Context: an optimization exercise on an open-source flow, tuned for small area, a short achievable clock period and few clock cycles per item. The choices shown serve that exercise and are no tape-out recipe.
The RTL was checked by simulation tests, not by an equivalence proof against the original design.
Power and IR drop assume default switching activity.

--- flow/config.mk ---
export PLATFORM = sky130hd
export DESIGN_NAME = execute_stage_md
export DESIGN_NICKNAME = execute_stage_md
export VERILOG_FILES = /design/flow/design.v
export SDC_FILE = /design/flow/constraint.sdc
export NUM_CORES = 4
export LEC_CHECK = 0
export CAP_MARGIN = 20
export CORE_MARGIN = 2
export CORE_UTILIZATION = 40
export SLEW_MARGIN = 20
--- flow/constraint.sdc ---
create_clock -name core_clock -period 8.0 [get_ports {clk}]
set_input_delay 1.6000 -clock core_clock [delete_from_list [all_inputs] [get_ports {clk}]]
set_output_delay 1.6000 -clock core_clock [all_outputs]
set_load 0.01 [all_outputs]
--- flow/design.v ---
package rv_core_pkg;
  typedef enum logic [3:0] {
    ALU_ADD  = 4'd0,
    ALU_SUB  = 4'd1,
    ALU_AND  = 4'd2,
    ALU_OR   = 4'd3,
    ALU_XOR  = 4'd4,
    ALU_SLT  = 4'd5,
    ALU_SLTU = 4'd6,
    ALU_SLL  = 4'd7,
    ALU_SRL  = 4'd8,
    ALU_SRA  = 4'd9
  } alu_op_e;
  typedef enum logic [1:0] {MD_IDLE, MD_BUSY, MD_DONE} md_state_e;
  localparam logic [2:0] F3_MUL = 3'd0, F3_MULH = 3'd1, F3_MULHSU = 3'd2, F3_MULHU = 3'd3;
  localparam logic [2:0] F3_DIV = 3'd4, F3_DIVU = 3'd5, F3_REM = 3'd6, F3_REMU = 3'd7;
  localparam logic [2:0] BR_EQ = 3'd0, BR_NE = 3'd1, BR_LT = 3'd4, BR_GE = 3'd5, BR_LTU = 3'd6, BR_GEU = 3'd7;
  localparam logic [1:0] FWD_REG = 2'd0, FWD_W = 2'd1, FWD_M = 2'd2, FWD_ZERO = 2'd3;
endpackage
module md_unit #(
  parameter int XLEN = 32
) (
  input  logic            clk,
  input  logic            rst,
  input  logic            valid,
  input  logic            flush,
  input  logic            stall,
  input  logic [2:0]      op,
  input  logic [XLEN-1:0] a,
  input  logic [XLEN-1:0] b,
  output logic            busy,
  output logic [XLEN-1:0] result,
  output logic            sh_req,
  output logic [XLEN-1:0] sh_in,
  output logic [4:0]      sh_amt,
  input  logic [XLEN-1:0] sh_out
);
  localparam int W = 38;
  localparam logic [2:0] S_IDLE = 3'd0, S_MUL = 3'd1, S_CORR = 3'd2, S_DPREP = 3'd3, S_DIV = 3'd4, S_DONE = 3'd5;
  logic [2:0] st;
  logic [4:0] cnt;
  logic [33:0] hi;
  logic [31:0] lo;
  logic [32:0] opd;
  logic prev, neg_q, corr_q;
  logic [2:0] op_q;
  logic a_zero, b_zero, fast, start;
  logic [31:0] fast_res;
  assign a_zero = a == '0;
  assign b_zero = b == '0;
  assign fast = a_zero || b_zero;
  assign fast_res = (op[2] && !op[1] && b_zero) ? '1 : (op[2] && op[1]) ? a : '0;
  assign start = st == S_IDLE && valid && !flush && !fast;
  logic sa, sb, a_neg, b_neg;
  logic [31:0] a_mag, b_mag;
  assign sa = op == rv_core_pkg::F3_MULH || op == rv_core_pkg::F3_MULHSU || op == rv_core_pkg::F3_DIV || op == rv_core_pkg::F3_REM;
  assign sb = op == rv_core_pkg::F3_MUL || op == rv_core_pkg::F3_MULH || op == rv_core_pkg::F3_DIV || op == rv_core_pkg::F3_REM;
  assign a_neg = sa && a[31];
  assign b_neg = sb && b[31];
  assign a_mag = a_neg ? -a : a;
  assign b_mag = b_neg ? -b : b;
  logic b0, b1, b2, b3, b4;
  logic one0, two0, neg0, one1, two1, neg1;
  always_comb begin
    {b4, b3, b2, b1, b0} = {lo[3:0], prev};
    one0 = b1 ^ b0;
    two0 = (b2 && !b1 && !b0) || (!b2 && b1 && b0);
    neg0 = b2 && !(b1 && b0);
    one1 = b3 ^ b2;
    two1 = (b4 && !b3 && !b2) || (!b4 && b3 && b2);
    neg1 = b4 && !(b3 && b2);
    if (st == S_DIV) begin
      one0 = 1'b1; two0 = 1'b0; neg0 = 1'b1;
      one1 = 1'b0; two1 = 1'b0; neg1 = 1'b0;
    end else if (st == S_CORR) begin
      one0 = 1'b1; two0 = 1'b0; neg0 = 1'b0;
      one1 = 1'b0; two1 = 1'b0; neg1 = 1'b0;
    end
  end
  logic [W-1:0] ax, r0, r1, hx, cs_s, cs_c, sum;
  assign ax = {{(W-33){opd[32]}}, opd};
  assign hx = {{(W-34){hi[33]}}, hi};
  assign r0 = ((one0 ? ax : '0) | (two0 ? {ax[W-2:0], 1'b0} : '0)) ^ {W{neg0}};
  logic [W-1:0] p1;
  assign p1 = ((one1 ? ax : '0) | (two1 ? {ax[W-2:0], 1'b0} : '0)) ^ {W{neg1}};
  assign r1 = {p1[W-3:0], neg1, neg1};
  assign cs_s = hx ^ r0 ^ r1;
  assign cs_c = (hx & r0) | (hx & r1) | (r0 & r1);
  assign sum = cs_s + {cs_c[W-2:0], neg1} + {{(W-1){1'b0}}, neg0};
  function automatic logic [5:0] lzc32(input logic [31:0] x);
    lzc32 = 6'd32;
    for (int i = 0; i < 32; i++)
      if (x[i]) lzc32 = 6'(31 - i);
  endfunction
  logic [5:0] lz_r, lz_d;
  logic [6:0] sdiff;
  assign lz_r = lzc32(hi[31:0]);
  assign lz_d = lzc32(opd[31:0]);
  assign sdiff = {1'b0, lz_d} - {1'b0, lz_r};
  assign sh_req = st == S_DPREP;
  assign sh_in = opd[31:0];
  assign sh_amt = sdiff[4:0];
  logic q_bit;
  assign q_bit = !sum[W-1];
  always_ff @(posedge clk)
    if (rst || flush) st <= S_IDLE;
    else case (st)
      S_IDLE:  if (start) st <= op[2] ? S_DPREP : S_MUL;
      S_MUL:   if (cnt == 5'd0) st <= corr_q ? S_CORR : S_DONE;
      S_CORR:  st <= S_DONE;
      S_DPREP: st <= sdiff[6] ? S_DONE : S_DIV;
      S_DIV:   if (cnt == 5'd0) st <= S_DONE;
      default: if (!stall) st <= S_IDLE;
    endcase
  always_ff @(posedge clk)
    if (start) begin
      op_q   <= op;
      prev   <= 1'b0;
      cnt    <= 5'd7;
      corr_q <= !op[2] && op[1] && b[31];
      neg_q  <= op[2] && (op[1] ? a_neg : a_neg ^ b_neg);
      if (op[2]) begin
        hi  <= {2'b00, a_mag};
        lo  <= '0;
        opd <= {1'b0, b_mag};
      end else begin
        hi  <= '0;
        lo  <= b;
        opd <= {sa && a[31], a};
      end
    end else case (st)
      S_MUL: begin
        cnt  <= cnt - 5'd1;
        prev <= lo[3];
        hi   <= sum[W-1:4];
        lo   <= {sum[3:0], lo[31:4]};
      end
      S_CORR: hi <= sum[33:0];
      S_DPREP: begin
        cnt <= sdiff[4:0];
        opd <= {1'b0, sh_out};
      end
      S_DIV: begin
        cnt <= cnt - 5'd1;
        opd <= {1'b0, opd[32:1]};
        lo  <= {lo[30:0], q_bit};
        if (q_bit) hi <= {2'b00, sum[31:0]};
      end
      default: ;
    endcase
  logic [31:0] x;
  assign x = (op_q == rv_core_pkg::F3_MUL || op_q == rv_core_pkg::F3_DIV || op_q == rv_core_pkg::F3_DIVU) ? lo : hi[31:0];
  assign busy = start || (st != S_IDLE && st != S_DONE);
  assign result = st == S_IDLE ? fast_res : neg_q ? -x : x;
endmodule
module execute_stage_md #(
  parameter int XLEN = 32,
  parameter int RD_W = 5
) (
  input  logic            clk,
  input  logic            rst,
  input  logic [XLEN-1:0] rd1_e,
  input  logic [XLEN-1:0] rd2_e,
  input  logic [XLEN-1:0] imm_e,
  input  logic [XLEN-1:0] pc_e,
  input  logic [XLEN-1:0] pc_plus4_e,
  input  logic [XLEN-1:0] result_w,
  input  logic [1:0]      forward_a_e,
  input  logic [1:0]      forward_b_e,
  input  logic [RD_W-1:0] rd_e,
  input  logic            reg_write_e,
  input  logic            mem_write_e,
  input  logic            branch_e,
  input  logic            jump_e,
  input  logic            jalr_e,
  input  logic            alu_src_e,
  input  logic            md_valid_e,
  input  logic [1:0]      result_src_e,
  input  logic [2:0]      funct3_e,
  input  logic [3:0]      alu_control_e,
  input  logic            stall_m,
  input  logic            flush_e,
  output logic            ex_busy,
  output logic            pc_src_e,
  output logic [XLEN-1:0] pc_target_e,
  output logic            reg_write_m,
  output logic            mem_write_m,
  output logic [1:0]      result_src_m,
  output logic [2:0]      funct3_m,
  output logic [XLEN-1:0] alu_result_m,
  output logic [XLEN-1:0] write_data_m,
  output logic [XLEN-1:0] pc_plus4_m,
  output logic [RD_W-1:0] rd_m
);
  logic [XLEN-1:0] src_a, src_b_fwd, src_b, alu_result, md_result, tgt_base, tgt_sum;
  logic cond, bubble;
  assign src_a = forward_a_e == rv_core_pkg::FWD_REG ? rd1_e : forward_a_e == rv_core_pkg::FWD_W ? result_w :
                 forward_a_e == rv_core_pkg::FWD_M ? alu_result_m : '0;
  assign src_b_fwd = forward_b_e == rv_core_pkg::FWD_REG ? rd2_e : forward_b_e == rv_core_pkg::FWD_W ? result_w :
                     forward_b_e == rv_core_pkg::FWD_M ? alu_result_m : '0;
  assign src_b = alu_src_e ? imm_e : src_b_fwd;
  logic is_sub;
  logic [XLEN:0] addsub;
  assign is_sub = alu_control_e == rv_core_pkg::ALU_SUB || alu_control_e == rv_core_pkg::ALU_SLT ||
                  alu_control_e == rv_core_pkg::ALU_SLTU;
  assign addsub = {1'b0, src_a} + {1'b0, src_b ^ {XLEN{is_sub}}} + {{XLEN{1'b0}}, is_sub};
  logic lt_s, lt_u;
  assign lt_u = !addsub[XLEN];
  assign lt_s = (src_a[XLEN-1] ^ src_b[XLEN-1]) ? src_a[XLEN-1] : addsub[XLEN-1];
  logic sh_req, sh_left, sh_fill;
  logic [XLEN-1:0] md_sh_in, md_sh_out, sh_x, sh_r0, sh_r1, sh_r2, sh_r3, sh_r4;
  logic [4:0] md_sh_amt, sh_amt;
  function automatic logic [XLEN-1:0] rev(input logic [XLEN-1:0] v);
    for (int i = 0; i < XLEN; i++) rev[i] = v[XLEN-1-i];
  endfunction
  assign sh_left = sh_req || alu_control_e == rv_core_pkg::ALU_SLL;
  assign sh_fill = !sh_req && alu_control_e == rv_core_pkg::ALU_SRA && src_a[XLEN-1];
  assign sh_amt = sh_req ? md_sh_amt : src_b[4:0];
  assign sh_x = sh_req ? rev(md_sh_in) : sh_left ? rev(src_a) : src_a;
  assign sh_r0 = sh_amt[0] ? {{1{sh_fill}}, sh_x[XLEN-1:1]} : sh_x;
  assign sh_r1 = sh_amt[1] ? {{2{sh_fill}}, sh_r0[XLEN-1:2]} : sh_r0;
  assign sh_r2 = sh_amt[2] ? {{4{sh_fill}}, sh_r1[XLEN-1:4]} : sh_r1;
  assign sh_r3 = sh_amt[3] ? {{8{sh_fill}}, sh_r2[XLEN-1:8]} : sh_r2;
  assign sh_r4 = sh_amt[4] ? {{16{sh_fill}}, sh_r3[XLEN-1:16]} : sh_r3;
  assign md_sh_out = rev(sh_r4);
  always_comb
    case (alu_control_e)
      rv_core_pkg::ALU_ADD, rv_core_pkg::ALU_SUB: alu_result = addsub[XLEN-1:0];
      rv_core_pkg::ALU_AND:  alu_result = src_a & src_b;
      rv_core_pkg::ALU_OR:   alu_result = src_a | src_b;
      rv_core_pkg::ALU_XOR:  alu_result = src_a ^ src_b;
      rv_core_pkg::ALU_SLT:  alu_result = XLEN'(lt_s);
      rv_core_pkg::ALU_SLTU: alu_result = XLEN'(lt_u);
      rv_core_pkg::ALU_SLL:  alu_result = rev(sh_r4);
      rv_core_pkg::ALU_SRL, rv_core_pkg::ALU_SRA: alu_result = sh_r4;
      default:  alu_result = '0;
    endcase
  logic br_eq, br_lt, br_signed;
  assign br_signed = !funct3_e[1];
  assign br_eq = src_a == src_b_fwd;
  assign br_lt = {src_a[XLEN-1] ^ br_signed, src_a[XLEN-2:0]} < {src_b_fwd[XLEN-1] ^ br_signed, src_b_fwd[XLEN-2:0]};
  assign cond = funct3_e[2] ? (br_lt ^ funct3_e[0]) : (!funct3_e[1] && (br_eq ^ funct3_e[0]));
  assign tgt_base = jalr_e ? src_a : pc_e;
  assign tgt_sum = tgt_base + imm_e;
  assign pc_target_e = {tgt_sum[XLEN-1:1], tgt_sum[0] && !jalr_e};
  assign pc_src_e = !flush_e && (jump_e || (branch_e && cond));
  md_unit #(.XLEN(XLEN)) u_md (
    .clk(clk), .rst(rst), .valid(md_valid_e), .flush(flush_e), .stall(stall_m),
    .op(funct3_e), .a(src_a), .b(src_b_fwd),
    .busy(ex_busy), .result(md_result),
    .sh_req(sh_req), .sh_in(md_sh_in), .sh_amt(md_sh_amt), .sh_out(md_sh_out)
  );
  assign bubble = flush_e || ex_busy;
  always_ff @(posedge clk)
    if (rst) begin
      reg_write_m  <= 1'b0;
      mem_write_m  <= 1'b0;
      result_src_m <= '0;
      funct3_m     <= '0;
      alu_result_m <= '0;
      write_data_m <= '0;
      pc_plus4_m   <= '0;
      rd_m         <= '0;
    end else if (!stall_m) begin
      reg_write_m  <= !bubble && reg_write_e;
      mem_write_m  <= !bubble && mem_write_e;
      result_src_m <= bubble ? '0 : result_src_e;
      funct3_m     <= bubble ? '0 : funct3_e;
      alu_result_m <= bubble ? '0 : md_valid_e ? md_result : alu_result;
      write_data_m <= bubble ? '0 : src_b_fwd;
      pc_plus4_m   <= bubble ? '0 : pc_plus4_e;
      rd_m         <= bubble ? '0 : rd_e;
    end
endmodule
--- flow/run.sh ---
#!/bin/bash
# synth_recipe.tcl (not shown) runs the flow's synth.tcl, then flattens the netlist and writes it again
# the make line also repeats each setting of config.mk as NAME=value (left out here)
make -C /OpenROAD-flow-scripts/flow DESIGN_CONFIG=/design/flow/config.mk WORK_HOME=/design/flow/orfs CLKGATE_MAP_FILE= SYNTH_SCRIPT=/design/flow/synth_recipe.tcl finish
==> results.sh, run 1 <==
export IMPL_cts_max_level=1
export IMPL_path_clk_slew_ps=60
export IMPL_finalSetupTns_ps=0
export IMPL_layout_common_cells="373 x nor2_1, 354 x clkdlybuf4s50_1, 335 x a21oi_1"
export IMPL_synth_cells=3753
export IMPL_slew_headroom=0.239
export IMPL_report_final_slew_viol_count=0
export IMPL_gr_usage_met1=0.518
export IMPL_synth_edff_count=104
export IMPL_via_per_inst=6.51
export IMPL_cts_root_buf="clkbuf_16"
export IMPL_tightest_slew_ps=1140
export IMPL_detail_route_antenna_nets=0
export IMPL_finalHoldViolCount=0
export IMPL_placed_area_mm2=0.0340
export IMPL_numPortBuffers=362
export IMPL_wl_per_cell_um=31.6
export IMPL_path_class="input port to output pin"
export IMPL_worstPathRequired_ps=6400
export IMPL_drtIter0Drc=4635
export IMPL_setup_viol=0
export IMPL_start_util=0.404
export IMPL_grt_met2_usage=0.629
export IMPL_antenna_found_initial=8
export IMPL_synth_nets=4222
export IMPL_clk_latency_ps=630
export IMPL_finalCriticalPeriod_ps=7770
export IMPL_grt_max_degree=99
export IMPL_vdd_ir_drop_max_uv=423
export IMPL_yosys_warnings=2
export IMPL_synth_ff_type="dfxtp_1"
export IMPL_core_area_mm2=0.0715
export IMPL_rows=98
export IMPL_crit_path_start_kind="input port"
export IMPL_cts_sinks=221
export IMPL_final_util=0.492
export IMPL_ys_types=102
export IMPL_async_flop_share=0
export IMPL_ys_seq_elements=221
export IMPL_grt_pass1_wl_um=224000
export IMPL_hold_path_class="register to register"
export IMPL_met3_usage=0.101
export IMPL_ctsLongestPathBuffers=3
export IMPL_nets=4524
export IMPL_rsz0062_at_grt="false"
export IMPL_syn2layout_area_growth_pct=21.7
export IMPL_final_common_cell="nor2_1"
export IMPL_cts_tree="done"
export IMPL_grt_total_usage=0.412
export IMPL_whs_ps=507
export IMPL_grt_overflow_total=0
export IMPL_die_w_um=273
export IMPL_wl_um=159000
export IMPL_pin_count=363
export IMPL_dp_hpwl_um=124000
export IMPL_syn_cell_area_mm2=0.0289
export IMPL_end_kind="output pin"
export IMPL_total_power_mw=10.6
export IMPL_cp_max_fo=2
export IMPL_fin_skew_ps=16.2
export IMPL_globalplace_congestion=1.06
export IMPL_leakage_nw=14.2
export IMPL_maxCapViolCount=0
export IMPL_grt_pass1_vias=31028
export IMPL_p_per_area_mw_per_mm2=301
export IMPL_die_area_mm2=0.0744
export IMPL_max_freq_ghz=0.129
export IMPL_drive_gt1_frac=0.0868
export IMPL_top_usage_layer="met2"
export IMPL_drc=0
export IMPL_die_h_um=273
export IMPL_vias=32733
export IMPL_outcome="no timing/DRC/antenna violations"
export IMPL_cts_made_buffers=30
export IMPL_drtPass1Iterations=13
export IMPL_syn_area_per_cell_um2=7.70
export IMPL_fin_crit_sh=0.972
export IMPL_arrival_ps=6170
export IMPL_stdcell_area_mm2=0.0352
export IMPL_synth_sequential_area_ratio=0.189
export IMPL_fill_cells=7260
## Yosys cell counts (20+ instances only)
| cell | number | share of area |
|---|---|---|
| o21a_1 | 25 | 0.0065 |
| mux2i_1 | 244 | 0.085 |
| a31oi_1 | 64 | 0.014 |
| dfxtp_1 | 117 | 0.081 |
| nor2b_1 | 23 | 0.0050 |
| nand2_1 | 323 | 0.042 |
| inv_1 | 142 | 0.018 |
| buf_2 | 35 | 0.0061 |
| a222oi_1 | 24 | 0.0083 |
| nand3_1 | 49 | 0.0085 |
| nor4_1 | 34 | 0.0074 |
| o211ai_1 | 47 | 0.012 |
| a21o_1 | 78 | 0.020 |
| xor2_1 | 70 | 0.021 |
| clkbuf_1 | 214 | 0.028 |
| nor2_1 | 379 | 0.049 |
| ha_1 | 208 | 0.090 |
| fa_1 | 40 | 0.028 |
| o21ai_0 | 245 | 0.042 |
| xnor2_1 | 206 | 0.062 |
| nand2b_1 | 27 | 0.0058 |
| o21bai_1 | 22 | 0.0057 |
| a21oi_1 | 336 | 0.058 |
| nand4_1 | 24 | 0.0052 |
| a22oi_1 | 147 | 0.038 |
| or3_1 | 38 | 0.0082 |
| a221oi_1 | 43 | 0.013 |
| and2_1 | 20 | 0.0043 |
| a211oi_1 | 47 | 0.012 |
| edfxtp_1 | 104 | 0.11 |
| o31ai_1 | 20 | 0.0052 |
| nor3_1 | 49 | 0.0085 |
## worst paths after layout
path,from,to,slack [ps],cells past startpoint
worst min register to register,pc_plus4_m[18]$_SDFFE_PP0N_,pc_plus4_m[18]$_SDFFE_PP0N_,510,2
worst min-delay path,pc_plus4_m[18]$_SDFFE_PP0N_,pc_plus4_m[18]$_SDFFE_PP0N_,510,2
worst max register to register,u_md.opd[0]$_DFFE_PP_,alu_result_m[5]$_SDFFE_PP0N_,1230,24
worst max-delay path,result_w[0],pc_target_e[28],230,21
## layer usage
metal | wire length, µm | vias to the layer above
met5 | 75 | -
met3 | 17500 | 518
met4 | 12200 | 10
li1 | - | 14427
met1 | 61300 | 15709
met2 | 67900 | 2069
## kinds of logic (layout without fill, tap and decap cells)
family,Yosys count,after routing,synth area share
flip-flops,221,221,0.189
AND/OR/NAND/NOR,1037,1037,0.163
buffers and inverters,442,768,0.0631
AO/OA/AOI/OAI,1268,1268,0.290
XOR/XNOR,276,276,0.0836
adder cells (fa/ha/maj),248,248,0.118
multiplexers,261,261,0.0927
other,0,2,0
## metrics by stage
stage               instances  worst slack, ps
floorplan                3753              375
global placement         4973             57.0
detailed placement       4973             93.0
CTS                      5029             69.4
global route             5029             18.6
finish                   5031              226
## timing repair
item / in CTS / in global routing
gates resized for setup: 0 / 5
hold buffers: 0 / 0
setup endpoints to repair: 0 / 5
buffers inserted: 0 / 0
## area by class of cell
class                   instances  area [µm²]  area share
multi-input cells            3090       21700       0.618
flip-flops and latches        221        5470       0.155
repair buffers                557        5090       0.145
well taps                     950        1190      0.0338
clock buffers                  42         900      0.0256
inverters                     155         582      0.0165
clock inverters                14         205     0.00584
diodes                          2        5.00    0.000142
## state kept, by name (all words and copies together), names as in the netlist
name and flops:
u_md.st 3, u_md.op_q 3, reg_write_m 1, u_md.cnt 5
funct3_m 3, write_data_m 32, u_md.neg_q 1, mem_write_m 1
u_md.prev 1, u_md.corr_q 1, result_src_m 2, pc_plus4_m 32
rd_m 5, u_md.lo 32, u_md.hi 34, alu_result_m 32
u_md.opd 33
## worst max-delay path, stage by stage
cell	delay, ps
clkdlybuf4s50_1	420
mux2i_1	170
nor2_1	80
a21oi_2	140
a21oi_1	80
ha_1	230
fa_1	430
a21o_1	170
a21oi_1	190
o21ai_0	170
a41o_1	320
a2111oi_2	320
buf_4	170
o31ai_1	110
a31oi_1	230
o21ai_1	130
o21ba_2	230
o21a_1	160
nor2_1	110
xnor2_1	140
clkdlybuf4s50_1	560
## power breakdown
part	total [mW]	internal, mW	switching, mW	leakage (nW)
sequential	1.90	1.53	0.369	1.94
combinational	7.13	2.82	4.31	11.7
clock	1.56	0.941	0.623	0.542
Testbench counts, summed over its fixed seeds: cycles 7,515, instrs 4,800.
==> inputs of run 2 (changes only) <==
--- a/flow/design.v
+++ b/flow/design.v
@@ -28,6 +28,8 @@
   input  logic [2:0]      op,
   input  logic [XLEN-1:0] a,
   input  logic [XLEN-1:0] b,
+  input  logic            a_zero,
+  input  logic            b_zero,
   output logic            busy,
   output logic [XLEN-1:0] result,
   output logic            sh_req,
@@ -39,15 +41,13 @@
   localparam logic [2:0] S_IDLE = 3'd0, S_MUL = 3'd1, S_CORR = 3'd2, S_DPREP = 3'd3, S_DIV = 3'd4, S_DONE = 3'd5;
   logic [2:0] st;
   logic [4:0] cnt;
-  logic [33:0] hi;
+  logic [32:0] hi;
   logic [31:0] lo;
   logic [32:0] opd;
-  logic prev, neg_q, corr_q;
+  logic prev, neg_q, corr_q, short_q;
   logic [2:0] op_q;
-  logic a_zero, b_zero, fast, start;
+  logic fast, start, b_short;
   logic [31:0] fast_res;
-  assign a_zero = a == '0;
-  assign b_zero = b == '0;
   assign fast = a_zero || b_zero;
   assign fast_res = (op[2] && !op[1] && b_zero) ? '1 : (op[2] && op[1]) ? a : '0;
   assign start = st == S_IDLE && valid && !flush && !fast;
@@ -59,6 +59,7 @@
   assign b_neg = sb && b[31];
   assign a_mag = a_neg ? -a : a;
   assign b_mag = b_neg ? -b : b;
+  assign b_short = sb ? (b[31:7] == '0 || b[31:7] == '1) : b[31:7] == '0;
   logic b0, b1, b2, b3, b4;
   logic one0, two0, neg0, one1, two1, neg1;
   always_comb begin
@@ -79,7 +80,7 @@
   end
   logic [W-1:0] ax, r0, r1, hx, cs_s, cs_c, sum;
   assign ax = {{(W-33){opd[32]}}, opd};
-  assign hx = {{(W-34){hi[33]}}, hi};
+  assign hx = {{(W-33){hi[32]}}, hi};
   assign r0 = ((one0 ? ax : '0) | (two0 ? {ax[W-2:0], 1'b0} : '0)) ^ {W{neg0}};
   logic [W-1:0] p1;
   assign p1 = ((one1 ? ax : '0) | (two1 ? {ax[W-2:0], 1'b0} : '0)) ^ {W{neg1}};
@@ -88,9 +89,33 @@
   assign cs_c = (hx & r0) | (hx & r1) | (r0 & r1);
   assign sum = cs_s + {cs_c[W-2:0], neg1} + {{(W-1){1'b0}}, neg0};
   function automatic logic [5:0] lzc32(input logic [31:0] x);
-    lzc32 = 6'd32;
-    for (int i = 0; i < 32; i++)
-      if (x[i]) lzc32 = 6'(31 - i);
+    logic c2 [16];
+    logic v2 [16];
+    logic [1:0] c4 [8];
+    logic v4 [8];
+    logic [2:0] c8 [4];
+    logic v8 [4];
+    logic [3:0] c16 [2];
+    logic v16 [2];
+    for (int i = 0; i < 16; i++) begin
+      v2[i] = x[2*i+1] | x[2*i];
+      c2[i] = ~x[2*i+1];
+    end
+    for (int i = 0; i < 8; i++) begin
+      v4[i] = v2[2*i+1] | v2[2*i];
+      c4[i] = v2[2*i+1] ? {1'b0, c2[2*i+1]} : {1'b1, c2[2*i]};
+    end
+    for (int i = 0; i < 4; i++) begin
+      v8[i] = v4[2*i+1] | v4[2*i];
+      c8[i] = v4[2*i+1] ? {1'b0, c4[2*i+1]} : {1'b1, c4[2*i]};
+    end
+    for (int i = 0; i < 2; i++) begin
+      v16[i] = v8[2*i+1] | v8[2*i];
+      c16[i] = v8[2*i+1] ? {1'b0, c8[2*i+1]} : {1'b1, c8[2*i]};
+    end
+    if (v16[1]) lzc32 = {2'b00, c16[1]};
+    else if (v16[0]) lzc32 = {2'b01, c16[0]};
+    else lzc32 = 6'd32;
   endfunction
   logic [5:0] lz_r, lz_d;
   logic [6:0] sdiff;
@@ -100,14 +125,18 @@
   assign sh_req = st == S_DPREP;
   assign sh_in = opd[31:0];
   assign sh_amt = sdiff[4:0];
-  logic q_bit;
+  logic q_bit, mul_out;
+  assign mul_out = st == S_CORR || (st == S_MUL && cnt == 5'd0 && !corr_q);
   assign q_bit = !sum[W-1];
   always_ff @(posedge clk)
     if (rst || flush) st <= S_IDLE;
     else case (st)
       S_IDLE:  if (start) st <= op[2] ? S_DPREP : S_MUL;
-      S_MUL:   if (cnt == 5'd0) st <= corr_q ? S_CORR : S_DONE;
-      S_CORR:  st <= S_DONE;
+      S_MUL:   if (cnt == 5'd0) begin
+                 if (corr_q) st <= S_CORR;
+                 else if (!stall) st <= S_IDLE;
+               end
+      S_CORR:  if (!stall) st <= S_IDLE;
       S_DPREP: st <= sdiff[6] ? S_DONE : S_DIV;
       S_DIV:   if (cnt == 5'd0) st <= S_DONE;
       default: if (!stall) st <= S_IDLE;
@@ -116,11 +145,12 @@
     if (start) begin
       op_q   <= op;
       prev   <= 1'b0;
-      cnt    <= 5'd7;
+      cnt    <= b_short ? 5'd1 : 5'd7;
+      short_q <= b_short;
       corr_q <= !op[2] && op[1] && b[31];
       neg_q  <= op[2] && (op[1] ? a_neg : a_neg ^ b_neg);
       if (op[2]) begin
-        hi  <= {2'b00, a_mag};
+        hi  <= {1'b0, a_mag};
         lo  <= '0;
         opd <= {1'b0, b_mag};
       end else begin
@@ -129,13 +159,13 @@
         opd <= {sa && a[31], a};
       end
     end else case (st)
-      S_MUL: begin
+      S_MUL: if (!mul_out || !stall) begin
         cnt  <= cnt - 5'd1;
         prev <= lo[3];
-        hi   <= sum[W-1:4];
+        hi   <= sum[36:4];
         lo   <= {sum[3:0], lo[31:4]};
       end
-      S_CORR: hi <= sum[33:0];
+      S_CORR: ;
       S_DPREP: begin
         cnt <= sdiff[4:0];
         opd <= {1'b0, sh_out};
@@ -144,14 +174,18 @@
         cnt <= cnt - 5'd1;
         opd <= {1'b0, opd[32:1]};
         lo  <= {lo[30:0], q_bit};
-        if (q_bit) hi <= {2'b00, sum[31:0]};
+        if (q_bit) hi <= {1'b0, sum[31:0]};
       end
       default: ;
     endcase
   logic [31:0] x;
-  assign x = (op_q == rv_core_pkg::F3_MUL || op_q == rv_core_pkg::F3_DIV || op_q == rv_core_pkg::F3_DIVU) ? lo : hi[31:0];
-  assign busy = start || (st != S_IDLE && st != S_DONE);
-  assign result = st == S_IDLE ? fast_res : neg_q ? -x : x;
+  assign x = (op_q == rv_core_pkg::F3_DIV || op_q == rv_core_pkg::F3_DIVU) ? lo : hi[31:0];
+  assign busy = start || !(st == S_IDLE || st == S_DONE || mul_out);
+  assign result = st == S_IDLE ? fast_res :
+                  mul_out ? (st == S_CORR ? sum[31:0] :
+                             short_q ? (op_q == rv_core_pkg::F3_MUL ? {sum[27:0], lo[31:28]} : {{23{sum[36]}}, sum[36:28]}) :
+                             op_q == rv_core_pkg::F3_MUL ? {sum[3:0], lo[31:4]} : sum[35:4]) :
+                  neg_q ? -x : x;
 endmodule
 module execute_stage_md #(
   parameter int XLEN = 32,
@@ -199,6 +233,15 @@
   assign src_b_fwd = forward_b_e == rv_core_pkg::FWD_REG ? rd2_e : forward_b_e == rv_core_pkg::FWD_W ? result_w :
                      forward_b_e == rv_core_pkg::FWD_M ? alu_result_m : '0;
   assign src_b = alu_src_e ? imm_e : src_b_fwd;
+  logic z_rd1, z_rd2, z_w, z_m, a_zero, b_zero;
+  assign z_rd1 = rd1_e == '0;
+  assign z_rd2 = rd2_e == '0;
+  assign z_w = result_w == '0;
+  assign z_m = alu_result_m == '0;
+  assign a_zero = forward_a_e == rv_core_pkg::FWD_REG ? z_rd1 : forward_a_e == rv_core_pkg::FWD_W ? z_w :
+                  forward_a_e == rv_core_pkg::FWD_M ? z_m : 1'b1;
+  assign b_zero = forward_b_e == rv_core_pkg::FWD_REG ? z_rd2 : forward_b_e == rv_core_pkg::FWD_W ? z_w :
+                  forward_b_e == rv_core_pkg::FWD_M ? z_m : 1'b1;
   logic is_sub;
   logic [XLEN:0] addsub;
   assign is_sub = alu_control_e == rv_core_pkg::ALU_SUB || alu_control_e == rv_core_pkg::ALU_SLT ||
@@ -237,8 +280,23 @@
     endcase
   logic br_eq, br_lt, br_signed;
   assign br_signed = !funct3_e[1];
-  assign br_eq = src_a == src_b_fwd;
-  assign br_lt = {src_a[XLEN-1] ^ br_signed, src_a[XLEN-2:0]} < {src_b_fwd[XLEN-1] ^ br_signed, src_b_fwd[XLEN-2:0]};
+  logic [31:0] cl0, ce0, ca, cb;
+  logic [15:0] cl1, ce1;
+  logic [7:0] cl2, ce2;
+  logic [3:0] cl3, ce3;
+  logic [1:0] cl4, ce4;
+  always_comb begin
+    ca = {src_a[XLEN-1] ^ br_signed, src_a[XLEN-2:0]};
+    cb = {src_b_fwd[XLEN-1] ^ br_signed, src_b_fwd[XLEN-2:0]};
+    cl0 = ~ca & cb;
+    ce0 = ~(ca ^ cb);
+    for (int i = 0; i < 16; i++) begin cl1[i] = cl0[2*i+1] | (ce0[2*i+1] & cl0[2*i]); ce1[i] = ce0[2*i+1] & ce0[2*i]; end
+    for (int i = 0; i < 8; i++) begin cl2[i] = cl1[2*i+1] | (ce1[2*i+1] & cl1[2*i]); ce2[i] = ce1[2*i+1] & ce1[2*i]; end
+    for (int i = 0; i < 4; i++) begin cl3[i] = cl2[2*i+1] | (ce2[2*i+1] & cl2[2*i]); ce3[i] = ce2[2*i+1] & ce2[2*i]; end
+    for (int i = 0; i < 2; i++) begin cl4[i] = cl3[2*i+1] | (ce3[2*i+1] & cl3[2*i]); ce4[i] = ce3[2*i+1] & ce3[2*i]; end
+  end
+  assign br_lt = cl4[1] | (ce4[1] & cl4[0]);
+  assign br_eq = ce4[1] & ce4[0];
   assign cond = funct3_e[2] ? (br_lt ^ funct3_e[0]) : (!funct3_e[1] && (br_eq ^ funct3_e[0]));
   assign tgt_base = jalr_e ? src_a : pc_e;
   assign tgt_sum = tgt_base + imm_e;
@@ -246,7 +304,7 @@
   assign pc_src_e = !flush_e && (jump_e || (branch_e && cond));
   md_unit #(.XLEN(XLEN)) u_md (
     .clk(clk), .rst(rst), .valid(md_valid_e), .flush(flush_e), .stall(stall_m),
-    .op(funct3_e), .a(src_a), .b(src_b_fwd),
+    .op(funct3_e), .a(src_a), .b(src_b_fwd), .a_zero(a_zero), .b_zero(b_zero),
     .busy(ex_busy), .result(md_result),
     .sh_req(sh_req), .sh_in(md_sh_in), .sh_amt(md_sh_amt), .sh_out(md_sh_out)
   );
==> flow/flow/run.sh (new file) <==
#!/bin/bash
set -euo pipefail
bash standard.sh "BUFFER_PORTS_ARGS=-buffer_cell sky130_fd_sc_hd__buf_1" finish > standard_flow.log 2>&1
==> flow/standard.sh (new file) <==
#!/bin/bash
# synth_recipe.tcl (not shown) runs the flow's synth.tcl, then flattens the netlist and writes it again
# the make line also repeats each setting of config.mk as NAME=value (left out here)
make -C /OpenROAD-flow-scripts/flow DESIGN_CONFIG=/design/flow/config.mk WORK_HOME=/design/flow/orfs CLKGATE_MAP_FILE= SYNTH_SCRIPT=/design/flow/synth_recipe.tcl "${@:-finish}"
--- a/flow/config.mk
+++ b/flow/config.mk
@@ -8,4 +8,5 @@
 export CAP_MARGIN = 20
 export CORE_MARGIN = 2
 export CORE_UTILIZATION = 40
+export SETUP_SLACK_MARGIN = 1.5
 export SLEW_MARGIN = 20
removed: flow/run.sh
==> run 2 against run 1 <==
Compared with the run above:
- die area is 5.6% higher
- clock skew is 11 ps higher
- non-clock buffer count is 38 higher
- final cell count is 5.1% higher
- first-iteration DRC count is 32% higher
- global-route usage is 5.6 points higher
- fmax is 18% higher
- final area is 0.39% higher
- clock power is 15% lower
- setup slack better by 1200 ps
- worst hold slack better by 6.1 ps
- sequential share of layout area is 0.082 points higher
- highest routed layer unchanged
==> results.sh, run 2 <==
export IMPL_combPwrFrac=0.768
export IMPL_drc=0
export IMPL_rsz0062_at_grt="true"
export IMPL_worstPathRequired_ps=6400
export IMPL_synth_cells=3959
export IMPL_globalplace_congestion=1.11
export IMPL_cts_tree="done"
export IMPL_cts_made_buffers=28
export IMPL_fin_crit_sh=0.824
export IMPL_start_util=0.403
export IMPL_yosys_warnings=18
export IMPL_grt_pass1_wl_um=261000
export IMPL_layout_common_cells="373 x nand2_1, 371 x nor2_1, 347 x buf_1"
export IMPL_worst_path_max_delay_cell="o2bb2ai_2"
export IMPL_tightest_slew_ps=1230
export IMPL_via_per_inst=6.93
export IMPL_rrSetupSlack_ps=1660
export IMPL_antenna_found_initial=9
export IMPL_setup_viol=0
export IMPL_yosys_top_cells_count="378 x nor2_1, 373 x nand2_1, 301 x a21oi_1"
export IMPL_synth_compound_area_frac=0.311
export IMPL_synth_top_area_frac=0.107
export IMPL_synth_largest_area_cell="edfxtp_1"
export IMPL_detail_route_antenna_nets=0
export IMPL_p_clk_frac=0.093
export IMPL_slew_headroom=0.169
export IMPL_syn2layout_area_growth_pct=15.5
export IMPL_grt_overflow_total=0
export IMPL_placed_area_mm2=0.0334
export IMPL_rows=101
export IMPL_die_w_um=280
export IMPL_syn_area_per_cell_um2=7.72
export IMPL_clk_latency_ps=610
export IMPL_drive_gt1_frac=0.118
export IMPL_stdcell_area_mm2=0.0353
export IMPL_synth_edff_count=109
export IMPL_outcome="no timing/DRC/antenna violations"
export IMPL_vdd_ir_drop_max_uv=455
export IMPL_wl_um=192000
export IMPL_cp_slowest_stage_delay_ps=750
export IMPL_multi_input_area_mm2=0.0237
export IMPL_fin_skew_ps=27.5
export IMPL_crit_path_start_kind="input port"
export IMPL_arrival_ps=4990
export IMPL_dp_hpwl_um=148000
export IMPL_synth_sequential_area_ratio=0.181
export IMPL_p_per_area_mw_per_mm2=401
export IMPL_grt_pass1_vias=33524
export IMPL_drtPass1Iterations=10
export IMPL_worstHoldStart="pc_plus4_m[27]$_SDFFE_PP0N_"
export IMPL_p_sw_mw=8.22
export IMPL_cts_max_level=1
export IMPL_cts_sinks=221
export IMPL_finalCriticalPeriod_ps=6590
export IMPL_die_area_mm2=0.0786
export IMPL_async_flop_share=0
export IMPL_reg_top3="u_md.hi: 33 flops, u_md.opd: 33 flops"
export IMPL_syn_cell_area_mm2=0.0306
export IMPL_synth_xor_xnor_area_share=0.0817
export IMPL_nets=4750
export IMPL_ys_top_cells_by_area="edfxtp_1 11%, ha_1 8.5%, dfxtp_1 7.3%, mux2i_1 6.7%, a22oi_1 5.1%"
export IMPL_ctsLongestPathBuffers=3
export IMPL_ys_types=116
export IMPL_whs_path_depth=2
export IMPL_regToRegEndpoint="alu_result_m[13]$_SDFFE_PP0N_"
export IMPL_maxCapViolCount=0
export IMPL_drtIter0Drc=6124
export IMPL_hold_path_class="register to register"
export IMPL_path_clk_slew_ps=60
export IMPL_final_util=0.466
export IMPL_pin_count=363
export IMPL_finalSetupTns_ps=0
export IMPL_max_freq_ghz=0.152
export IMPL_synth_nets=4428
export IMPL_rr_worst_depth=23
export IMPL_numPortBuffers=362
export IMPL_path_class="input port to output pin"
export IMPL_r2r_start="u_md.st[2]$_SDFFE_PP0P_"
export IMPL_cts_root_buf="clkbuf_16"
export IMPL_cp_max_fo=9
export IMPL_yosys_area_share_simple=0.178
export IMPL_seqCellArea_mm2=0.00552
export IMPL_muxShareOfSynthArea=0.0757
export IMPL_p_sw_frac=0.580
export IMPL_crit_chain="buf_1 -> mux2i_1 -> o2bb2ai_2 -> ha_1 -> a21oi_1 -> o21ai_0 -> a221o_1 -> a211oi_2 -> xnor2_1 -> nand3_1 -> a21oi_2 -> buf_6"
export IMPL_core_area_mm2=0.0758
export IMPL_finalHoldViolCount=0
export IMPL_synth_ff_type="dfxtp_1"
export IMPL_hold_end="pc_plus4_m[27]$_SDFFE_PP0N_"
export IMPL_leakage_nw=14.0
export IMPL_ys_seq_elements=221
export IMPL_yosys_cell_count_top_type="nor2_1"
export IMPL_vias=36627
export IMPL_final_common_cell="nand2_1"
export IMPL_intPower_mw=5.95
export IMPL_wl_per_cell_um=36.3
export IMPL_pwr_share_seq=0.139
export IMPL_synth_top_family_by_area="compound AO/OA/AOI/OAI gates"
export IMPL_fill_cells=7859
export IMPL_synth_fa_ha_area_frac=0.111
export IMPL_end_kind="output pin"
export IMPL_grt_max_degree=83
export IMPL_report_final_slew_viol_count=0
export IMPL_die_h_um=280
export IMPL_grt_total_usage=0.468
run 2: cell count changes after synthesis, moves of 23 or more:
cell | previous run | this run
o21ai_0 | 245 | 204
nand2_1 | 323 | 373
a22oi_1 | 147 | 208
a31oi_1 | 64 | 38
xnor2_1 | 206 | 145
nor3_1 | 49 | 72
xor2_1 | 70 | 140
o21ai_1 | 4 | 36
a21oi_1 | 336 | 301
mux2i_1 | 244 | 206
run 2: power groups by stage:
stage / registers, mW / clock network [mW] / logic (mW)
final: 1.96 / 1.32 / 10.9
after floorplan: 1.74 / 0 / 6.08
after global routing: 1.95 / 1.36 / 11.3
after global placement: 1.96 / 0 / 10.2
after detailed placement: 1.96 / 0 / 10.1
after CTS: 1.94 / 1.33 / 10.3
run 2: how the worst max path moves through the flow:
stage	to	start	depth (start not counted)
floorplan	pc_target_e[31]	forward_a_e[0]	17
global route	pc_target_e[30]	forward_a_e[1]	19
finish	pc_src_e	result_w[7]	12
global placement	pc_target_e[30]	forward_a_e[0]	18
detailed placement	pc_target_e[30]	forward_a_e[0]	17
CTS	pc_target_e[30]	forward_a_e[1]	19
run 2: area by class of cell:
type                    instances  share of cell area
multi-input cells            3288               0.672
diodes                          8            0.000567
flip-flops and latches        221               0.156
inverters                     147              0.0158
well taps                     978              0.0347
clock buffers                  32              0.0215
repair buffers                595              0.0939
clock inverters                20             0.00500
run 2: worst max-delay path: cells and delay by family:
kind            cells  cell delay (ps)
xor+xnor            1              140
simple gates        1              110
fa+ha+maj           1              380
compound gates      6             1980
buf+inv             2              550
mux                 1              240
run 2: per-layer routing:
| metal | global-route usage | vias up | routed length, µm |
|---|---|---|---|
| met5 | 0 | - | 49 |
| met4 | 0.373 | 8 | 19600 |
| met3 | 0.126 | 787 | 23600 |
| met2 | 0.683 | 2946 | 78100 |
| met1 | 0.580 | 17458 | 70600 |
| li1 | - | 15428 | - |
run 2: cell families (layout without fill, tap and decap cells):
family	after synthesis	in the layout
xor+xnor	285	285
compound gates	1361	1361
buf+inv	451	794
other cells	0	8
mux	225	225
flops	221	221
simple gates	1168	1169
fa+ha+maj	248	248
run 2: repair_timing:
action	4_1_cts	5_1_grt
pin swaps	20	24
gates cloned	2	1
buffers inserted	27	15
hold endpoints to repair	0	0
resized for setup	80	52
setup endpoints to repair	51	77
hold buffers	0	0
run 2: metrics by stage:
step	power, mW	std cells	worst slack, ps	hold WS [ps]
after floorplan	7.81	3959	1480	510
after global placement	12.2	5183	712	492
after detailed placement	12.1	5183	695	499
after CTS	13.5	5264	1440	514
after global routing	14.6	5282	1360	529
final	14.2	5289	1410	513
Testbench counts of run 2, summed over its fixed seeds: cycles 6,959, instrs 4,800.
==> inputs of run 3 (changes only) <==
--- a/flow/config.mk
+++ b/flow/config.mk
@@ -10,3 +10,4 @@
 export CORE_UTILIZATION = 40
 export SETUP_SLACK_MARGIN = 1.5
 export SLEW_MARGIN = 20
+export TNS_END_PERCENT = 5
==> run 3 against run 2 <==
Compared with the run above:
- critical path type unchanged
- clock-buffer cell count up 1
- setup slack better by 69 ps
- still clean
- clock skew up 23 ps
- highest routed layer unchanged
- worst hold slack about the same
- sequential power about the same
- total power up 5.3%
- register-to-register slack worse by 140 ps
- synthesized area unchanged
==> results.sh, run 3 <==
export IMPL_nets=4760
export IMPL_arrival_ps=4920
export IMPL_rrSetupSlack_ps=1520
export IMPL_grt_total_usage=0.494
export IMPL_dp_cells=5196
export IMPL_fin_cells=5292
export IMPL_via_per_inst=7.00
export IMPL_cp_max_fo=31
export IMPL_p_sw_frac=0.595
export IMPL_combPwrFrac=0.780
export IMPL_wl_um=203000
export IMPL_path_class="input port to output pin"
export IMPL_async_flop_share=0
export IMPL_ctsLongestPathBuffers=3
export IMPL_grt_pass1_wl_um=273000
export IMPL_cts_hold_buf=0
export IMPL_maxCapViolCount=0
export IMPL_rows=101
export IMPL_synth_largest_area_cell="edfxtp_1"
export IMPL_report_final_slew_viol_count=0
export IMPL_cts_made_buffers=27
export IMPL_p_clk_frac=0.087
export IMPL_pin_count=363
export IMPL_die_area_mm2=0.0786
export IMPL_drtIter0Drc=6170
export IMPL_rsz0062_at_grt="true"
export IMPL_p_sw_mw=8.88
export IMPL_core_area_mm2=0.0758
export IMPL_cp_slowest_stage_delay_ps=960
export IMPL_hold_path_class="register to register"
export IMPL_dp_hpwl_um=156000
export IMPL_syn2layout_area_growth_pct=15.9
export IMPL_drc=0
export IMPL_cts_root_buf="clkbuf_16"
export IMPL_vias=37028
export IMPL_die_w_um=280
export IMPL_cp_common_cell="buf_4"
export IMPL_yosys_top_cells_count="378 x nor2_1, 373 x nand2_1, 301 x a21oi_1"
export IMPL_synth_nets=4428
export IMPL_final_common_cell="nand2_1"
export IMPL_wirelength_met1_um=75200
export IMPL_p_per_area_mw_per_mm2=421
export IMPL_synth_ff_type="dfxtp_1"
export IMPL_clk_latency_ps=610
export IMPL_antenna_found_initial=12
export IMPL_setup_viol=0
export IMPL_numPortBuffers=362
export IMPL_synth_cells=3959
export IMPL_tightest_slew_ps=1270
export IMPL_synth_top_area_frac=0.107
export IMPL_path_clk_slew_ps=60
export IMPL_worst_path_max_delay_cell="o21ai_2"
export IMPL_finalCriticalPeriod_ps=6520
export IMPL_end_kind="output pin"
export IMPL_max_freq_ghz=0.153
export IMPL_ys_seq_elements=221
export IMPL_start_util=0.403
export IMPL_fin_crit_sh=0.815
export IMPL_ys_top_cells_by_area="edfxtp_1 11%, ha_1 8.5%, dfxtp_1 7.3%, mux2i_1 6.7%, a22oi_1 5.1%"
export IMPL_globalplace_congestion=1.07
export IMPL_outcome="no timing/DRC/antenna violations"
export IMPL_finalSetupTns_ps=0
export IMPL_dr_wl_met2_um=81500
export IMPL_drtPass1Iterations=9
export IMPL_whs_ps=513
export IMPL_synth_sequential_area_ratio=0.181
export IMPL_top_layer="met5"
export IMPL_drive_gt1_frac=0.119
export IMPL_synth_edff_count=109
export IMPL_leakage_nw=14.0
export IMPL_grt_overflow_total=0
export IMPL_reg_top3="u_md.hi: 33 flops, u_md.opd: 33 flops"
export IMPL_cts_max_level=1
export IMPL_slew_headroom=0.150
export IMPL_crit_chain="buf_2 -> buf_4 -> o21ai_2 -> ha_1 -> nand4_1 -> nor4_1 -> buf_4 -> nand3_1 -> xnor2_1 -> a31oi_1 -> a21oi_2 -> clkbuf_2"
export IMPL_yosys_warnings=18
export IMPL_grt_pass1_vias=34098
export IMPL_fin_skew_ps=50.4
export IMPL_syn_area_per_cell_um2=7.72
export IMPL_wl_per_cell_um=38.3
export IMPL_ys_types=116
export IMPL_detail_route_antenna_nets=0
export IMPL_crit_path_start_kind="input port"
export IMPL_layout_common_cells="372 x nand2_1, 371 x nor2_1, 350 x buf_1"
export IMPL_vdd_ir_drop_max_uv=556
export IMPL_finalHoldViolCount=0
export IMPL_intPower_mw=6.04
export IMPL_dr_wl_met3_um=25400
export IMPL_yosys_cell_count_top_type="nor2_1"
export IMPL_worstPathRequired_ps=6400
export IMPL_pwr_share_seq=0.133
export IMPL_cts_sinks=221
export IMPL_die_h_um=280
export IMPL_grt_max_degree=85
export IMPL_cts_tree="done"
export IMPL_syn_cell_area_mm2=0.0306
==> run 3: cell counts after synthesis <==
No cell type changed its count.
==> run 3: layout make-up <==
cell class	count	area, µm²
Antenna cell	6	15.0
Clock buffer	33	728
Clock inverter	13	134
Fill cell	7753	40400
Inverter	147	558
Multi-Input combinational cell	3288	23700
Sequential cell	221	5520
Tap cell	978	1220
Timing Repair Buffer	606	3490
==> run 3: stage by stage <==
stage	total power, mW	cell area (µm²)	utilization	worst slack, ps
floorplan	7.81	30600	-	1290
global placement	12.9	33500	0.442	300
detailed placement	12.8	33500	0.442	384
CTS	14.1	34700	0.458	1250
global route	15.3	35400	0.467	1410
finish	14.9	35400	0.467	1480
==> run 3: power groups by stage <==
stage / sequential (mW) / combinational (mW) / clock (mW)
CTS: 1.95 / 10.9 / 1.28
finish: 1.98 / 11.6 / 1.30
detailed placement: 1.97 / 10.8 / 0
global placement: 1.98 / 10.9 / 0
global route: 1.97 / 12.0 / 1.32
floorplan: 1.74 / 6.07 / 0
==> run 3: worst paths after layout <==
kind	startpoint	to	cells past startpoint
max	forward_b_e[1]	pc_src_e	12
min reg2reg	rd_m[4]$_SDFFE_PP0N_	rd_m[4]$_SDFFE_PP0N_	2
max reg2reg	u_md.hi[14]$_DFFE_PP_	alu_result_m[23]$_SDFFE_PP0N_	21
min	rd_m[4]$_SDFFE_PP0N_	rd_m[4]$_SDFFE_PP0N_	2
==> run 3: timing repair <==
action,4_1_cts,5_1_grt
resized for setup,62,77
cloned,1,5
setup buffers,11,27
pin swaps,5,24
setup endpoints to repair,70,64
==> run 3: logic make-up after synthesis <==
kind of cell             Yosys count  synth area share
multiplexers                     225            0.0757
XOR/XNOR                         285            0.0817
AO/OA/AOI/OAI                   1361             0.311
buffers and inverters            451            0.0617
AND/OR/NAND/NOR                 1168             0.178
adder cells (fa/ha/maj)          248             0.111
flip-flops                       221             0.181
==> run 3: worst max-delay path: cells and delay by family <==
family	cells	cell delay [ps]
compound gates	3	1280
buf+inv	4	820
simple gates	3	740
fa+ha+maj	1	310
xor+xnor	1	140
==> run 3: layer usage <==
metal / vias up / GRT usage
li1: 15440 / -
met4: 12 / 0.383
met3: 752 / 0.141
met2: 3052 / 0.710
met5: - / 0
met1: 17772 / 0.619
==> inputs of run 4 (changes only) <==
--- a/flow/config.mk
+++ b/flow/config.mk
@@ -7,7 +7,7 @@
 export LEC_CHECK = 0
 export CAP_MARGIN = 20
 export CORE_MARGIN = 2
-export CORE_UTILIZATION = 40
-export SETUP_SLACK_MARGIN = 1.5
+export CORE_UTILIZATION = 55
+export SETUP_SLACK_MARGIN = 2.0
 export SLEW_MARGIN = 20
 export TNS_END_PERCENT = 5
==> run 4 against run 3 <==
Compared with the run above:
- core utilization rose by 17 points
- largest power group unchanged
- setup slack lost 27 ps
- still clean on timing, DRC and antenna
- via count rose by 1.9%
- synthesized cell count unchanged
- sequential power hardly changed
- wire length down 14%
- global-route usage rose by 8.5 points
==> results.sh, run 4 <==
export IMPL_worstPathRequired_ps=6400
export IMPL_cp_slowest_stage_delay_ps=600
export IMPL_ctsLongestPathBuffers=3
export IMPL_cp_max_fo=15
export IMPL_antenna_found_initial=11
export IMPL_wl_per_cell_um=34.5
export IMPL_async_flop_share=0
export IMPL_rsz0062_at_grt="true"
export IMPL_pin_count=363
export IMPL_p_sw_frac=0.587
export IMPL_vias=37750
export IMPL_path_class="input port to output pin"
export IMPL_grt_max_degree=78
export IMPL_rrSetupSlack_ps=1520
export IMPL_placed_area_mm2=0.0328
export IMPL_synth_cells=3959
export IMPL_cts_hold_buf=0
export IMPL_stdcell_area_mm2=0.0349
export IMPL_crit_chain="clkbuf_8 -> nor2b_4 -> buf_8 -> o2bb2ai_2 -> buf_4 -> xnor2_1 -> ha_1 -> nand4_1 -> nor4_1 -> nand3_1 -> xnor2_1 -> a31oi_1 -> a21oi_2 -> buf_2"
export IMPL_finalHoldViolCount=0
export IMPL_via_per_inst=7.51
export IMPL_grt_pass1_vias=34035
export IMPL_numPortBuffers=362
export IMPL_syn2layout_area_growth_pct=14.3
export IMPL_startpoint="forward_a_e[0]"
export IMPL_cts_made_buffers=26
export IMPL_tightest_slew_ps=1310
export IMPL_p_sw_mw=8.20
export IMPL_arrival_ps=4950
export IMPL_crit_path_start_kind="input port"
export IMPL_finalCriticalPeriod_ps=6550
export IMPL_final_common_cell="nand2_1"
export IMPL_drtIter0Drc=6987
export IMPL_ys_top_cells_by_area="edfxtp_1 11%, ha_1 8.5%, dfxtp_1 7.3%, mux2i_1 6.7%, a22oi_1 5.1%"
export IMPL_outcome="no timing/DRC/antenna violations"
export IMPL_max_freq_ghz=0.153
export IMPL_final_util=0.635
export IMPL_p_clk_frac=0.087
export IMPL_core_area_mm2=0.0550
export IMPL_syn_cell_area_mm2=0.0306
export IMPL_leakage_nw=13.8
export IMPL_globalplace_congestion=1.14
export IMPL_combPwrFrac=0.772
export IMPL_cts_root_buf="clkbuf_16"
export IMPL_start_util=0.556
export IMPL_rows=86
export IMPL_die_area_mm2=0.0574
export IMPL_maxCapViolCount=0
export IMPL_synth_ff_type="dfxtp_1"
export IMPL_synth_sequential_area_ratio=0.181
export IMPL_detail_route_antenna_nets=0
export IMPL_clk_latency_ps=580
export IMPL_worst_path_max_delay_cell="nor4_1"
export IMPL_ys_types=116
export IMPL_drtPass1Iterations=14
export IMPL_synth_largest_area_cell="edfxtp_1"
export IMPL_yosys_warnings=18
export IMPL_grt_total_usage=0.579
export IMPL_hold_path_class="register to register"
export IMPL_reg_top3="u_md.hi: 33 flops, u_md.opd: 33 flops"
export IMPL_p_per_area_mw_per_mm2=400
export IMPL_synth_top_area_frac=0.107
export IMPL_wl_um=174000
export IMPL_slew_headroom=0.118
export IMPL_dp_hpwl_um=132000
export IMPL_synth_nets=4428
export IMPL_intPower_mw=5.78
export IMPL_whs_path_depth=2
export IMPL_syn_area_per_cell_um2=7.72
export IMPL_fin_skew_ps=11.5
export IMPL_finalSetupTns_ps=0
export IMPL_r2r_start="u_md.lo[0]$_DFFE_PP_"
export IMPL_cts_tree="done"
export IMPL_rr_worst_depth=22
export IMPL_regToRegEndpoint="alu_result_m[4]$_SDFFE_PP0N_"
export IMPL_ys_seq_elements=221
export IMPL_whs_ps=509
export IMPL_fin_crit_sh=0.819
export IMPL_cts_sinks=221
export IMPL_vdd_ir_drop_max_uv=519
export IMPL_cp_common_cell="xnor2_1"
export IMPL_grt_overflow_total=0
export IMPL_critPathCapture="pc_src_e"
export IMPL_yosys_cell_count_top_type="nor2_1"
export IMPL_layout_common_cells="373 x nand2_1, 368 x nor2_1, 349 x buf_1"
export IMPL_pwr_share_seq=0.142
export IMPL_yosys_top_cells_count="378 x nor2_1, 373 x nand2_1, 301 x a21oi_1"
export IMPL_setup_viol=0
export IMPL_cts_max_level=1
export IMPL_die_h_um=240
export IMPL_end_kind="output pin"
export IMPL_grt_pass1_wl_um=240000
export IMPL_path_clk_slew_ps=60
export IMPL_report_final_slew_viol_count=0
export IMPL_nets=4720
export IMPL_drive_gt1_frac=0.117
export IMPL_die_w_um=240
export IMPL_drc=0
export IMPL_synth_edff_count=109
run 4: cell counts after synthesis:
No cell type changed its count.
run 4: what timing repair did:
action                                  CTS  global route
endpoints found under the setup margin   98           122
gates cloned                              3             1
gates resized for setup                  82            81
setup buffers                            38            21
pin swaps                                29            27
run 4: cell type report:
cell class / count / area, µm²
clock buffers: 34 / 711
fillers: 4940 / 20100
well taps: 748 / 936
clock inverters: 14 / 126
multi-input cells: 3287 / 23900
inverters: 147 / 556
repair buffers: 568 / 3160
diodes: 10 / 25.0
flip-flops and latches: 221 / 5520
run 4: kinds of logic after synthesis:
logic type,synth area share
simple gates,0.178
mux,0.0757
flops,0.181
xor+xnor,0.0817
compound gates,0.311
buf+inv,0.0617
fa+ha+maj,0.111
run 4: how the worst min path moves through the flow:
stage | start | end | slack, ps
after CTS | pc_plus4_m[10]$_SDFFE_PP0N_ | pc_plus4_m[10]$_SDFFE_PP0N_ | 510
after global routing | funct3_m[1]$_SDFFE_PP0N_ | funct3_m[1]$_SDFFE_PP0N_ | 540
final | pc_plus4_m[10]$_SDFFE_PP0N_ | pc_plus4_m[10]$_SDFFE_PP0N_ | 510
after global placement | rd_m[0]$_SDFFE_PP0N_ | rd_m[0]$_SDFFE_PP0N_ | 490
after detailed placement | pc_plus4_m[10]$_SDFFE_PP0N_ | pc_plus4_m[10]$_SDFFE_PP0N_ | 500
after floorplan | u_md.prev$_SDFFE_PP0P_ | u_md.prev$_SDFFE_PP0P_ | 510
run 4: stage by stage:
stage	worst slack, ps	power, mW	instances
floorplan	1710	7.82	3959
global placement	851	11.5	4907
detailed placement	771	11.6	4907
CTS	1520	12.8	4996
global route	1420	14.3	5020
finish	1450	14.0	5029
run 4: worst max-delay path: cells and delay by family:
family	cells	cell delay [ps]
buf+inv	4	930
fa+ha+maj	1	330
simple gates	4	1280
compound gates	3	430
xor+xnor	2	360
run 4: routing by layer:
layer	GRT usage	wire length (µm)
met1	0.690	58500
met2	0.794	65700
met3	0.277	30800
met4	0.442	18400
met5	0.00866	73
run 4: power by group through the flow:
stage	Clock (mW)	Sequential [mW]	Combinational (mW)
global placement	0	1.95	9.56
CTS	1.19	1.93	9.71
global route	1.23	1.96	11.1
detailed placement	0	1.95	9.60
floorplan	0	1.74	6.08
finish	1.21	1.98	10.8
==> inputs of run 5 (changes only) <==
--- a/flow/config.mk
+++ b/flow/config.mk
@@ -8,6 +8,6 @@
 export CAP_MARGIN = 20
 export CORE_MARGIN = 2
 export CORE_UTILIZATION = 55
-export SETUP_SLACK_MARGIN = 2.0
+export SETUP_SLACK_MARGIN = 1.5
 export SLEW_MARGIN = 20
 export TNS_END_PERCENT = 5
==> run 5 against run 4 <==
Compared with the run above:
- wire length is 0.91% lower
- die area did not move
- largest power group unchanged
- final area is 0.69% lower
- setup slack improved by 16 ps
- non-clock buffer count up 9
- total power down 0.56%
- synthesized area unchanged
- combinational power about the same
- still clean on timing, DRC and antenna
- sequential share of layout area up 0.11 points
- synthesized cell count unchanged
- sequential cell count stayed put
==> results.sh, run 5 <==
export IMPL_outcome="no timing/DRC/antenna violations"
export IMPL_ctsLongestPathBuffers=3
export IMPL_grt_overflow_total=0
export IMPL_syn_cell_area_mm2=0.0306
export IMPL_syn_area_per_cell_um2=7.72
export IMPL_grt_pass1_wl_um=237000
export IMPL_wl_um=172000
export IMPL_cts_hold_buf=0
export IMPL_cts_made_buffers=26
export IMPL_synth_ff_type="dfxtp_1"
export IMPL_preCtsSetupSlack_ps=712
export IMPL_finalHoldViolCount=0
export IMPL_finalCriticalPeriod_ps=6530
export IMPL_die_area_mm2=0.0574
export IMPL_cts_tree="done"
export IMPL_core_area_mm2=0.0550
export IMPL_grt_max_degree=89
export IMPL_hold_path_class="register to register"
export IMPL_syn2layout_area_growth_pct=13.5
export IMPL_vias=37778
export IMPL_yosys_warnings=18
export IMPL_wl_per_cell_um=34.1
export IMPL_layout_common_cells="373 x nand2_1, 368 x nor2_1, 350 x buf_1"
export IMPL_vdd_ir_drop_max_uv=835
export IMPL_worstPathRequired_ps=6400
export IMPL_drtPass1Iterations=13
export IMPL_clk_latency_ps=590
export IMPL_rsz0062_at_grt="true"
export IMPL_fin_crit_sh=0.817
export IMPL_slew_headroom=0.131
export IMPL_cts_sinks=221
export IMPL_start_util=0.556
export IMPL_fin_skew_ps=24.9
export IMPL_yosys_cell_count_top_type="nor2_1"
export IMPL_whs_path_depth=2
export IMPL_final_common_cell="nand2_1"
export IMPL_total_power_mw=13.9
export IMPL_report_final_slew_viol_count=0
export IMPL_path_clk_slew_ps=60
export IMPL_cp_max_fo=19
export IMPL_nets=4729
export IMPL_wirelength_met1_um=58300
export IMPL_dr_wl_met3_um=30500
export IMPL_synth_cells=3959
export IMPL_ys_types=116
export IMPL_die_w_um=240
export IMPL_async_flop_share=0
export IMPL_whs_ps=514
export IMPL_yosys_top_cells_count="378 x nor2_1, 373 x nand2_1, 301 x a21oi_1"
export IMPL_max_freq_ghz=0.153
export IMPL_end_kind="output pin"
export IMPL_crit_path_start_kind="input port"
export IMPL_setup_viol=0
export IMPL_setup_ws_ps=1470
export IMPL_cts_max_level=1
export IMPL_grt_pass1_vias=33763
export IMPL_ys_seq_elements=221
export IMPL_synth_top_area_frac=0.107
export IMPL_synth_largest_area_cell="edfxtp_1"
export IMPL_ys_top_cells_by_area="edfxtp_1 11%, ha_1 8.5%, dfxtp_1 7.3%, mux2i_1 6.7%, a22oi_1 5.1%"
export IMPL_cts_root_buf="clkbuf_16"
export IMPL_synth_edff_count=109
export IMPL_rows=86
export IMPL_leakage_nw=13.8
export IMPL_p_per_area_mw_per_mm2=401
export IMPL_drtIter0Drc=6995
export IMPL_tightest_slew_ps=1290
export IMPL_rr_worst_depth=22
export IMPL_die_h_um=240
export IMPL_dr_wl_met2_um=65600
export IMPL_synth_nets=4428
export IMPL_drc=0
export IMPL_arrival_ps=4930
export IMPL_globalplace_congestion=1.15
export IMPL_path_class="input port to output pin"
export IMPL_grt_total_usage=0.571
export IMPL_via_per_inst=7.50
export IMPL_finalSetupTns_ps=0
export IMPL_dp_hpwl_um=130000
export IMPL_antenna_found_initial=11
export IMPL_drive_gt1_frac=0.107
export IMPL_numPortBuffers=362
export IMPL_maxCapViolCount=0
export IMPL_pin_count=363
export IMPL_reg_top3="u_md.hi: 33 flops, u_md.opd: 33 flops"
export IMPL_top_layer="met5"
export IMPL_detail_route_antenna_nets=0
export IMPL_synth_sequential_area_ratio=0.181
run 5: cell count changes in the layout (fill, tap and decap cells not counted), moves of 6 or more:
cell     before  now
buf_4       187  198
a21oi_1     283  290
a21oi_2      27   20
ha_1        194  200
run 5: critical path: stages:
cell       delay, ps
buf_12           110
buf_12           130
buf_4            270
mux2i_2          310
o2bb2ai_4        100
inv_1            230
a21oi_1          120
ha_1             280
a21oi_1          210
nor2_1            70
o31ai_2          330
a311oi_2         170
o21a_1           230
o21ai_0          210
nand2b_1         120
a21oi_2          160
xnor2_1          120
buf_2            150
run 5: worst paths after layout:
path	from	to	slack, ps
max reg2reg	u_md.lo[0]$_DFFE_PP_	alu_result_m[10]$_SDFFE_PP0N_	1540
min	pc_plus4_m[22]$_SDFFE_PP0N_	pc_plus4_m[22]$_SDFFE_PP0N_	510
max	forward_a_e[1]	pc_target_e[31]	1470
min reg2reg	pc_plus4_m[22]$_SDFFE_PP0N_	pc_plus4_m[22]$_SDFFE_PP0N_	510
run 5: report_power, final:
| part | leakage [nW] | total [mW] | switching, mW | internal [mW] |
|---|---|---|---|---|
| logic | 11.5 | 10.7 | 7.21 | 3.52 |
| clock network | 0.380 | 1.19 | 0.559 | 0.634 |
| registers | 1.92 | 1.98 | 0.406 | 1.57 |
| total | 13.8 | 13.9 | 8.17 | 5.72 |
run 5: final cells by class:
| type | count | area (µm²) |
|---|---|---|
| antenna | 12 | 30.0 |
| multi-input combinational | 3287 | 23700 |
| clock buffer | 36 | 719 |
| fill | 5041 | 20300 |
| tap | 748 | 936 |
| inverter | 147 | 552 |
| clock inverter | 11 | 81.3 |
| timing repair buffer | 577 | 3190 |
| sequential | 221 | 5520 |
run 5: what timing repair did:
action                     in CTS  in global routing
resized for setup              45                 85
hold endpoints to repair        0                  0
pin swaps                      10                 30
setup buffers                  20                 24
cloned                          1                  2
setup endpoints to repair      27                 92
run 5: kinds of logic (layout without fill, tap and decap cells):
kind of cell,Yosys count,in the layout,synth area share
compound gates,1361,1361,0.311
simple gates,1168,1168,0.178
buf+inv,451,771,0.0617
xor+xnor,285,285,0.0817
fa+ha+maj,248,248,0.111
mux,225,225,0.0757
flops,221,221,0.181
other cells,0,12,0
run 5: routing by layer:
metal	GRT usage	vias up
met5	0	-
met3	0.282	1128
met1	0.685	17476
met4	0.420	12
met2	0.780	3763
li1	-	15399
run 5: per-stage QoR:
step	utilization	instance area [µm²]	std cells
after floorplan	-	30600	3959
after global placement	0.598	32900	4933
after detailed placement	0.598	32900	4933
after CTS	0.620	34100	5001
after global routing	0.630	34600	5027
final	0.631	34700	5039

[re-timing with driven ports]
Ports are ideal in the flow. The routed layouts listed here were re-timed in OpenROAD.
Step 1 (the two cells are an assumption about what drives the block):
set clk [get_ports {clk}]
set_driving_cell -lib_cell sky130_fd_sc_hd__clkbuf_16 $clk
set_driving_cell -lib_cell sky130_fd_sc_hd__buf_2 [delete_from_list [all_inputs] $clk]
Step 2 also shifts input and output timing later by t, the mid clock arrival at the registers, as if the neighbouring blocks saw the same clock.
Three values: no drivers, after step 1, after step 2; two values: the first two.
run	t (ns)	slack for setup (ns)	hold WS [ns]	latest minus earliest clock arrival (ns)	cell pins on the clock port's net
run 1	0.690	0.226 / 0.204 / 0.204	0.507 / 0.507 / 0.507	0.016 / 0.016	1
run 2	0.651	1.407 / 1.384 / 1.277	0.513 / 0.513 / 0.513	0.028 / 0.027	1
run 3	0.651	1.476 / 1.444 / 1.057	0.513 / 0.513 / 0.513	0.050 / 0.051	1
run 4	0.642	1.449 / 1.360 / 0.896	0.509 / 0.509 / 0.509	0.011 / 0.012	1
run 5	0.639	1.465 / 1.398 / 1.069	0.514 / 0.514 / 0.514	0.025 / 0.025	1
After both steps every run listed still meets setup and hold. For run 4, which loses most, drivers alone change the setup slack by -0.089 ns; drivers and shift together by -0.553 ns.
